Context: an optimization exercise on an open-source flow, tuned for small area, a short achievable clock period and few clock cycles. The choices shown serve that exercise and are no tape-out recipe.
In this exercise RTL edits were held to simulation tests only and were not proved equivalent to the original.
No activity file was given, so power comes from the tool's default toggle rates.

==> job 6473 <==
// segment_reassembly_engine
module segment_reassembly_engine (
    input  logic              i_clk,
    input  logic              i_rst_n,
    input  logic              i_cfg_we,
    input  logic [3:0]        i_cfg_data,
    input  logic              i_in_valid,
    output logic              o_in_ready,
    input  logic [8:0]        i_in_word,
    output logic              o_out_valid,
    input  logic              i_out_ready,
    output logic [57:0]       o_out_word
);
==> flow/config.mk <==
export PLATFORM = sky130hd
export DESIGN_NAME = segment_reassembly_engine
export DESIGN_NICKNAME = segment_reassembly_engine
export VERILOG_FILES = /design/flow/design.v
export SDC_FILE = /design/flow/constraint.sdc
export NUM_CORES = 4
export LEC_CHECK = 0
export CAP_MARGIN = 20
export CORE_MARGIN = 2
export CORE_UTILIZATION = 40
export CTS_CLUSTER_DIAMETER = 120
export CTS_CLUSTER_SIZE = 24
export SETUP_SLACK_MARGIN = 5
export SLEW_MARGIN = 20
==> flow/constraint.sdc <==
create_clock -name core_clock -period 9.0 [get_ports {i_clk}]
set_input_delay 1.8000 -clock core_clock [delete_from_list [all_inputs] [get_ports {i_clk}]]
set_output_delay 1.8000 -clock core_clock [all_outputs]
set_load 0.01 [all_outputs]
standard.sh (not shown) runs the stock make flow with config.mk's settings and CLKGATE_MAP_FILE= SYNTH_SCRIPT=/design/flow/synth_recipe.tcl, a recipe that flattens the netlist after the stock synthesis.
==> flow/flow/run.sh <==
#!/bin/bash
# standard layout, with timing repair aiming at a larger setup margin
set -euo pipefail
bash standard.sh SETUP_SLACK_MARGIN=6.0 finish > standard_flow.log 2>&1
==> inputs of job 7927, as changes to job 6473 <==
--- a/flow/design.v
+++ b/flow/design.v
@@ -36,15 +36,16 @@
     input  logic              i_in_valid,
     output logic              o_in_ready,
     input  logic [8:0]        i_in_word,
     output logic              o_out_valid,
     input  logic              i_out_ready,
     output logic [57:0]       o_out_word
 );
-    logic        skid_v;
+    logic        skid_v;       
+    logic        in_rdy;       
     logic [8:0]  skid_w;
     logic        h_valid, h_wv, h_bad;
     logic [7:0]  h_data;
     logic [25:0] h_addr;
     logic [3:0]  r_stream;
     logic [2:0]  hp;           
     logic        match;
@@ -73,36 +74,37 @@
     logic [3:0]  clr_cnt;
     logic        clr;
     logic        r_hit, r_hv;
     logic        pend_v;
     logic [1:0]  pend_hi;
     logic [8:0]  w;
     logic [7:0]  b;
-    logic        fs, avail, go;
+    logic        fs, avail, go, blk;
     logic [2:0]  hp_n;
     logic        is_p1, is_p2, is_p3, is_p4, is_p5, is_p6, is_pay, wv;
     assign w      = skid_v ? skid_w : i_in_word;
     assign b      = w[8:1];
     assign fs     = w[0];
     assign hp_n   = fs ? 3'd0 : ((hp == 3'd7) ? 3'd7 : hp + 3'd1);
     assign is_p1  = !fs && match && (hp == 3'd0);
     assign is_p2  = !fs && match && (hp == 3'd1);
     assign is_p3  = !fs && match && (hp == 3'd2);
     assign is_p4  = !fs && match && (hp == 3'd3);
     assign is_p5  = !fs && match && (hp == 3'd4);
     assign is_p6  = !fs && match && (hp == 3'd5);
     assign is_pay = !fs && (hp[2:1] == 2'b11);
     assign wv     = is_pay && acc_en && (rem != 16'd0);
-    assign o_in_ready = !skid_v;
+    assign o_in_ready = in_rdy;
+    assign skid_v     = !in_rdy;
     assign avail      = skid_v | i_in_valid;
-    assign go         = !busy & avail & (!h_valid | i_out_ready) & !(pend_v & is_p2) &
-                        !(is_p6 & !r_hv);
+    assign blk        = busy | (match & (((hp == 3'd1) & pend_v) | ((hp == 3'd5) & !r_hv)));
+    assign go         = !blk & avail & (!h_valid | i_out_ready);
     always_ff @(posedge i_clk) begin
-        if (!i_rst_n) skid_v <= 1'b0;
-        else          skid_v <= avail & !go;
+        if (!i_rst_n) in_rdy <= 1'b1;
+        else          in_rdy <= !(avail & !go);
         if (!skid_v) skid_w <= i_in_word;
     end
     logic [10:0] cnt_base, cnt_inc;
     logic [15:0] tot_eff;
     logic        newseg, dup;
     assign cnt_base = started ? count : 11'd0;
     assign cnt_inc  = cnt_base + 11'd1;
==> flow/config.mk (replaced) <==
export PLATFORM = sky130hd
export DESIGN_NAME = segment_reassembly_engine
export DESIGN_NICKNAME = segment_reassembly_engine
export VERILOG_FILES = /design/flow/design.v
export SDC_FILE = /design/flow/constraint.sdc
export NUM_CORES = 4
export LEC_CHECK = 0
export CAP_MARGIN = 20
export CORE_MARGIN = 2
export CORE_UTILIZATION = 50
export CTS_CLUSTER_DIAMETER = 150
export CTS_CLUSTER_SIZE = 30
export SETUP_SLACK_MARGIN = 5
export SLEW_MARGIN = 20
==> inputs of job 8580, as changes to job 6473 <==
==> flow/config.mk (replaced) <==
export PLATFORM = sky130hd
export DESIGN_NAME = segment_reassembly_engine
export DESIGN_NICKNAME = segment_reassembly_engine
export VERILOG_FILES = /design/flow/design.v
export SDC_FILE = /design/flow/constraint.sdc
export NUM_CORES = 4
export LEC_CHECK = 0
export CAP_MARGIN = 20
export CORE_MARGIN = 2
export CORE_UTILIZATION = 60
export CTS_CLUSTER_DIAMETER = 120
export CTS_CLUSTER_SIZE = 24
export SETUP_SLACK_MARGIN = 5
export SLEW_MARGIN = 20
==> inputs of job 7872, as changes to job 6473 <==
--- a/flow/design.v
+++ b/flow/design.v
@@ -36,15 +36,16 @@
     input  logic              i_in_valid,
     output logic              o_in_ready,
     input  logic [8:0]        i_in_word,
     output logic              o_out_valid,
     input  logic              i_out_ready,
     output logic [57:0]       o_out_word
 );
-    logic        skid_v;
+    logic        skid_v;       
+    logic        in_rdy;       
     logic [8:0]  skid_w;
     logic        h_valid, h_wv, h_bad;
     logic [7:0]  h_data;
     logic [25:0] h_addr;
     logic [3:0]  r_stream;
     logic [2:0]  hp;           
     logic        match;
@@ -73,36 +74,37 @@
     logic [3:0]  clr_cnt;
     logic        clr;
     logic        r_hit, r_hv;
     logic        pend_v;
     logic [1:0]  pend_hi;
     logic [8:0]  w;
     logic [7:0]  b;
-    logic        fs, avail, go;
+    logic        fs, avail, go, blk;
     logic [2:0]  hp_n;
     logic        is_p1, is_p2, is_p3, is_p4, is_p5, is_p6, is_pay, wv;
     assign w      = skid_v ? skid_w : i_in_word;
     assign b      = w[8:1];
     assign fs     = w[0];
     assign hp_n   = fs ? 3'd0 : ((hp == 3'd7) ? 3'd7 : hp + 3'd1);
     assign is_p1  = !fs && match && (hp == 3'd0);
     assign is_p2  = !fs && match && (hp == 3'd1);
     assign is_p3  = !fs && match && (hp == 3'd2);
     assign is_p4  = !fs && match && (hp == 3'd3);
     assign is_p5  = !fs && match && (hp == 3'd4);
     assign is_p6  = !fs && match && (hp == 3'd5);
     assign is_pay = !fs && (hp[2:1] == 2'b11);
     assign wv     = is_pay && acc_en && (rem != 16'd0);
-    assign o_in_ready = !skid_v;
+    assign o_in_ready = in_rdy;
+    assign skid_v     = !in_rdy;
     assign avail      = skid_v | i_in_valid;
-    assign go         = !busy & avail & (!h_valid | i_out_ready) & !(pend_v & is_p2) &
-                        !(is_p6 & !r_hv);
+    assign blk        = busy | (match & (((hp == 3'd1) & pend_v) | ((hp == 3'd5) & !r_hv)));
+    assign go         = !blk & avail & (!h_valid | i_out_ready);
     always_ff @(posedge i_clk) begin
-        if (!i_rst_n) skid_v <= 1'b0;
-        else          skid_v <= avail & !go;
+        if (!i_rst_n) in_rdy <= 1'b1;
+        else          in_rdy <= !(avail & !go);
         if (!skid_v) skid_w <= i_in_word;
     end
     logic [10:0] cnt_base, cnt_inc;
     logic [15:0] tot_eff;
     logic        newseg, dup;
     assign cnt_base = started ? count : 11'd0;
     assign cnt_inc  = cnt_base + 11'd1;
==> flow/config.mk (replaced) <==
export PLATFORM = sky130hd
export DESIGN_NAME = segment_reassembly_engine
export DESIGN_NICKNAME = segment_reassembly_engine
export VERILOG_FILES = /design/flow/design.v
export SDC_FILE = /design/flow/constraint.sdc
export NUM_CORES = 4
export LEC_CHECK = 0
export CAP_MARGIN = 20
export CORE_MARGIN = 2
export CORE_UTILIZATION = 40
export CTS_CLUSTER_DIAMETER = 150
export CTS_CLUSTER_SIZE = 30
export SETUP_SLACK_MARGIN = 5
export SLEW_MARGIN = 20
export TNS_END_PERCENT = 60
==> notes <==
In job 8580 the clock skew is lower than in job 6473, by 15 ps. In synthesized area, job 6473 and job 8580 do not differ. The lowest count of clock-buffer cells in the layout belongs to job 7872, the highest to job 8580. Clock power is about the same in job 8580 and job 6473. Design area: job 6473 is higher than job 7872 (about 2%). Sequential share of layout area: job 6473 < job 8580 < job 7927 < job 7872. Between job 6473 and job 8580, the lower routed wire length is in job 8580 (gap 2.0%, measured against job 8580). Sequential power is about the same in job 6473 and job 8580. Utilization: job 7872 < job 6473 < job 7927 < job 8580. Against job 8580, the die area of job 7927 is higher by about 20%.
Testbench counts of job 6473, summed over its fixed seeds: cycles 102,196.
Testbench counts of job 7927, summed over its fixed seeds: cycles 102,197.
Testbench counts of job 8580, summed over its fixed seeds: cycles 102,196.
Testbench counts of job 7872, summed over its fixed seeds: cycles 102,197.

## re-timing with driven ports
The flow's constraints put no driver on any port. The routed layouts listed below were extracted and timed again, unchanged, in two steps. Step 1 (the two cells are an assumption about what drives the block):
set clk [get_ports {i_clk}]
set_driving_cell -lib_cell sky130_fd_sc_hd__clkbuf_16 $clk
set_driving_cell -lib_cell sky130_fd_sc_hd__buf_2 [delete_from_list [all_inputs] $clk]
Step 2, shift: input delay + t, output delay - t, t = (earliest + latest rising clock arrival at the registers) / 2. This alone moves slack from input paths to output paths. Three values: ideal, step 1, step 2; two values: the first two.
run	t (ns)	setup slack, ns	worst setup path at the end	clock arrival spread, ns
job 6473	0.708	5.890 / 5.866 / 5.206	input to register	0.050 / 0.050
job 7927	0.704	5.898 / 5.837 / 5.283	input to register	0.038 / 0.039
job 8580	0.702	5.865 / 5.866 / 5.164	input to register	0.032 / 0.032
job 7872	0.707	5.939 / 5.872 / 5.282	input to register	0.046 / 0.046
After both steps setup and hold are still met in every run listed. The setup slack of job 8580, which loses most, moves by +0.001 ns with the drivers and by -0.701 ns with both steps.
